Source: an optimization exercise on an open RTL-to-GDS flow (aim: small area and a short achievable clock period). Production flows keep margins and buffers that such runs may drop.
The RTL was checked by simulation tests, not by an equivalence proof against the original design.

==> design.v <==
module mdu_ctrl #(
  parameter int MULT_CYCLES = 5,
  parameter int DIV_CYCLES  = 10
) (
  input  logic        clk,
  input  logic        reset,
  input  logic        start,
  input  logic [2:0]  md_op,
  input  logic [31:0] rs_val,
  input  logic [31:0] rt_val,
  input  logic        md_use,
  output logic        busy,
  output logic        stall,
  output logic [31:0] hi,
  output logic [31:0] lo
);
  typedef enum logic [1:0] {IDLE, MULT, DIV} state_t;
  localparam logic [4:0] MULT_CNT = 5'(MULT_CYCLES);
  localparam logic [4:0] DIV_CNT  = 5'(DIV_CYCLES);
  state_t      state;
  logic [4:0]  count;
  logic [31:0] pend_hi;
  logic [31:0] pend_lo;
  logic        pend_wr;
  logic        is_mul, is_div, is_mthi, is_mtlo, op_signed;
  logic [63:0] a_ext, b_ext, product;
  logic        a_neg, b_neg, div_zero;
  logic [31:0] a_mag, b_mag, b_safe, q_mag, r_mag, quot, rem;
  always_comb begin
    is_mul    = (md_op[2:1] == 2'b00);
    is_div    = (md_op[2:1] == 2'b01);
    is_mthi   = (md_op == 3'b100);
    is_mtlo   = (md_op == 3'b101);
    op_signed = ~md_op[0];
  end
  always_comb begin
    a_ext   = {{32{op_signed & rs_val[31]}}, rs_val};
    b_ext   = {{32{op_signed & rt_val[31]}}, rt_val};
    product = a_ext * b_ext;
  end
  always_comb begin
    a_neg    = op_signed & rs_val[31];
    b_neg    = op_signed & rt_val[31];
    a_mag    = a_neg ? (32'd0 - rs_val) : rs_val;
    b_mag    = b_neg ? (32'd0 - rt_val) : rt_val;
    div_zero = (rt_val == 32'd0);
    b_safe   = div_zero ? 32'd1 : b_mag;
    q_mag    = a_mag / b_safe;
    r_mag    = a_mag % b_safe;
    quot     = (a_neg ^ b_neg) ? (32'd0 - q_mag) : q_mag;
    rem      = a_neg ? (32'd0 - r_mag) : r_mag;
  end
  always_ff @(posedge clk) begin
    if (reset) begin
      state   <= IDLE;
      count   <= 5'd0;
      busy    <= 1'b0;
      hi      <= 32'd0;
      lo      <= 32'd0;
      pend_hi <= 32'd0;
      pend_lo <= 32'd0;
      pend_wr <= 1'b0;
    end else begin
      case (state)
        IDLE: begin
          if (start) begin
            if (is_mul) begin
              pend_hi <= product[63:32];
              pend_lo <= product[31:0];
              pend_wr <= 1'b1;
              count   <= MULT_CNT;
              state   <= MULT;
              busy    <= 1'b1;
            end else if (is_div) begin
              pend_hi <= rem;
              pend_lo <= quot;
              pend_wr <= ~div_zero;
              count   <= DIV_CNT;
              state   <= DIV;
              busy    <= 1'b1;
            end else if (is_mthi) begin
              hi <= rs_val;
            end else if (is_mtlo) begin
              lo <= rs_val;
            end
          end
        end
        MULT, DIV: begin
          if (count == 5'd1) begin
            if (pend_wr) begin
              hi <= pend_hi;
              lo <= pend_lo;
            end
            count <= 5'd0;
            state <= IDLE;
            busy  <= 1'b0;
          end else begin
            count <= count - 5'd1;
          end
        end
        default: begin
          state <= IDLE;
          busy  <= 1'b0;
          count <= 5'd0;
        end
      endcase
    end
  end
  assign stall = md_use & (start | busy);
endmodule
==> run.sh <==
#!/bin/bash
# synth_recipe.tcl (not shown) runs the flow's synth.tcl, then flattens the netlist and writes it again
# the make line also repeats each setting of config.mk as NAME=value (left out here)
make -C /OpenROAD-flow-scripts/flow DESIGN_CONFIG=/design/flow/config.mk WORK_HOME=/design/flow/orfs CLKGATE_MAP_FILE= SYNTH_SCRIPT=/design/flow/synth_recipe.tcl finish
==> config.mk <==
export PLATFORM = sky130hd
export DESIGN_NAME = mdu_ctrl
export DESIGN_NICKNAME = mdu_ctrl
export VERILOG_FILES = /design/flow/design.v
export SDC_FILE = /design/flow/constraint.sdc
export NUM_CORES = 4
export LEC_CHECK = 0
export CAP_MARGIN = 20
export CORE_MARGIN = 2
export CORE_UTILIZATION = 40
export SLEW_MARGIN = 20
==> constraint.sdc <==
create_clock -name core_clock -period 110.0 [get_ports {clk}]
set_input_delay 22.0000 -clock core_clock [delete_from_list [all_inputs] [get_ports {clk}]]
set_output_delay 22.0000 -clock core_clock [all_outputs]
set_load 0.01 [all_outputs]
==> results.json <==
{
  "cts_buffers": 17,
  "place_area_sq_um": 92700,
  "die_w_microns": 446,
  "syn-num-nets": 12095,
  "placedCellCount": 13917,
  "io_buffers": 136,
  "hold_class": "reg -> reg",
  "fin_cells": 13969,
  "period_share_pct": 96.3,
  "status": "finished clean",
  "clk_latency_ns": 0.47,
  "use_met3_pct": 6.41,
  "tritoncts": "built",
  "dp_hpwl_microns": 312000,
  "synthFlopType": "dfxtp_1",
  "ys_async_sr_fraction_pct": 0,
  "cp-start-kind": "input port",
  "yosysSeqAreaShare_pct": 3.51,
  "synth_area_sq_um": 78100,
  "layout_common_cells": "buf_4 (1,579), nand2_1 (1,435), inv_1 (1,301)",
  "top_level_ports": 137,
  "htree_levels": 4,
  "die_h_microns": 446,
  "drv_cap": 0,
  "cts.sinks": 137,
  "drive_gt1_share_pct": 17.1,
  "ant_nets": 0,
  "grt_pass1_wl_microns": 562000,
  "layout_setup_ws_ns": 4.06,
  "period_needed_ns": 105.94,
  "slew_violations": 0,
  "grt_max_degree": 99,
  "grt_pass1_vias": 84484,
  "synth_edf_count": 0,
  "yosys_warnings": 1,
  "path_max_fanout": 39,
  "vias": 82731,
  "finalNetCount": 13349,
  "clock.fmax_mhz": 9.44,
  "fp.dieArea_sq_um": 199000,
  "avgRoutedWirePerCell_microns": 27.6,
  "place_congestion": 1.11,
  "cts.clk_slew.worst_paths_ns": 0.06,
  "ys_types": 123,
  "clockBufferDepth": 2,
  "overflow": 0,
  "wl_microns": 385000,
  "nFillCells": 19294,
  "gr-usage-met1_pct": 46.7,
  "end_kind": "flip-flop",
  "final_core_util_pct": 48.2,
  "clock-root-buffer": "clkbuf_16",
  "crit_path_top_delay_cell": "a311oi_1",
  "clock_skew_ns": 0.0200,
  "design_area_sq_um": 93600,
  "rows": 162,
  "use_met2_pct": 62.3,
  "synth.avg_cell_area_sq_um": 7.70,
  "synthCells": 10148,
  "critPathKind": "in -> reg",
  "grt_usage_pct": 38.4,
  "finalHoldViolCount": 0,
  "grt_busiest_layer": "met2",
  "start_util_pct": 40.2,
  "coreArea_sq_um": 194000,
  "drt_first_pass_iters": 8,
  "via_per_inst": 5.92,
  "drtIter0Drc": 7698,
  "relSlewSlack_pct": 17.6,
  "final_common_cell": "buf_4",
  "slowest_delay_ns": 0.83,
  "syn_to_final_growth_pct": 19.9,
  "path_common_cell": "buf_4",
  "antenna_found_initial": 30,
  "tightestPinTransition_ns": 1.24,
  "crit_required_ns": 110.37,
  "setup_viol": 0,
  "drc_errors": 0,
  "place_ws_ns": 1.79,
  "yosys_register_bits": 137,
  "worstPathArrival_ns": 106.31
}
## state kept, by name (all words and copies together) (netlist names)
register	count
hi	32
lo	32
pend_hi	32
pend_lo	32
count	5
state	2
busy	1
pend_wr	1
## Yosys cell counts (28+ instances only)
| cell type | number | share of area (%) |
|---|---|---|
| or2_2 | 56 | 0.45 |
| o21a_1 | 126 | 1.2 |
| fa_1 | 1126 | 29 |
| o31ai_1 | 61 | 0.59 |
| nand2b_1 | 103 | 0.82 |
| xor2_1 | 224 | 2.5 |
| o21bai_1 | 63 | 0.61 |
| inv_1 | 1302 | 6.3 |
| dfxtp_1 | 137 | 3.5 |
| and4_1 | 29 | 0.33 |
| xnor2_1 | 345 | 3.9 |
| a21oi_1 | 677 | 4.3 |
| nand3_1 | 146 | 0.94 |
| nor2_1 | 784 | 3.8 |
| nor2b_1 | 83 | 0.66 |
| and2_1 | 288 | 2.3 |
| o21ai_1 | 28 | 0.18 |
| clkbuf_1 | 334 | 1.6 |
| nor4_1 | 35 | 0.28 |
| mux2_2 | 37 | 0.53 |
| o211ai_1 | 89 | 0.86 |
| and3_1 | 43 | 0.34 |
| buf_2 | 32 | 0.21 |
| or3_1 | 70 | 0.56 |
| o21ai_0 | 336 | 2.2 |
| mux2i_1 | 30 | 0.38 |
| nand4_1 | 73 | 0.58 |
| buf_1 | 120 | 0.58 |
| ha_1 | 750 | 12 |
| a21o_1 | 203 | 2.0 |
| nor3_1 | 190 | 1.2 |
| a211oi_1 | 129 | 1.2 |
| a31oi_1 | 116 | 0.93 |
| nand2_1 | 1439 | 6.9 |
## through the flow
| stage | setup TNS, ns | hold slack [ns] |
|---|---|---|
| 6_report | 0 | 0.457 |
| 5_1_grt | -0.0951 | 0.478 |
| 4_1_cts | 0 | 0.456 |
| 3_5_place_dp | 0 | 0.447 |
| 3_3_place_gp | 0 | 0.439 |
| 2_1_floorplan | 0 | 0.432 |
## worst max-delay path, delay by kind of cell
kind	cells	cell delay (ns)
AOI/OAI and AO/OA	154	38.73
xor gates and xnor gates	3	0.57
adders and majority gates	32	10.00
buffers and inverters	48	8.84
muxes	4	1.82
and+or+nand+nor	110	24.07
## path summary, 6_finish.rpt
check / slack [ns] / to / cells past startpoint / startpoint
max reg2reg: 106.82 / hi[18] / 8 / state[0]
min reg2reg: 0.46 / pend_lo[5] / 2 / pend_lo[5]
min: 0.46 / pend_lo[5] / 2 / pend_lo[5]
max: 4.06 / pend_hi[30] / 351 / rt_val[1]
## timing repair
| item | in CTS | in global routing |
|---|---|---|
| buffers inserted | 0 | 7 |
| hold buffers | 0 | 0 |
| setup endpoints to repair | 0 | 64 |
| gates resized for setup | 0 | 44 |
## logic make-up (layout without fill, tap and decap cells)
group / Yosys count / count (layout) / share of synthesized area [%]
AO/OA/AOI/OAI: 2239 / 2239 / 18.9
XOR/XNOR: 569 / 569 / 6.38
adder cells (fa/ha/maj): 1876 / 1876 / 40.9
buffers and inverters: 1799 / 3065 / 8.74
flip-flops: 137 / 137 / 3.51
multiplexers: 69 / 69 / 0.952
other: 0 / 13 / 0
AND/OR/NAND/NOR: 3459 / 3459 / 20.6
## layout make-up
cell class	count	area (sq um)	area share (%)
inverter	1308	4910	5.24
sequential	137	2740	2.93
multi-input combinational	8212	69000	73.7
tap	2542	3180	3.40
timing repair buffer	1726	13100	14.0
clock buffer	17	425	0.454
antenna	13	32.5	0.0348
clock inverter	14	188	0.200
## per-layer routing
| metal | share of wire, % | wire (microns) |
|---|---|---|
| met1 | 38 | 147000 |
| met2 | 45 | 175000 |
| met3 | 8.1 | 31200 |
| met4 | 8.4 | 32200 |
| met5 | 0.027 | 105 |

afterwards: timing with drivers on the ports:
Ports are ideal in the flow. The routed layout listed here was re-timed in OpenROAD.
Step 1: set_driving_cell puts a clkbuf_16 on clk and a buf_2 on each other input, an assumption about the parent block.
Step 2 moves the port delays by t, midway between the first and last clock arrival at a register: inputs arrive t later, outputs are due t later. That takes back most of the time a late clock gives input paths.
Slacks: no drivers / after step 1 / after step 2; pairs: no drivers / after step 1.
t, ns: 0.537
setup WS [ns]: 4.059 / 4.111 / 3.574
latest minus earliest clock arrival (ns): 0.022 / 0.022
slew at the worst register clock pin (ns): 0.08 / 0.08
pins driven straight from the clock port: 1
After both steps setup and hold are still met in this run. The setup slack of this run moves by +0.052 ns with the drivers and by -0.485 ns with both steps.
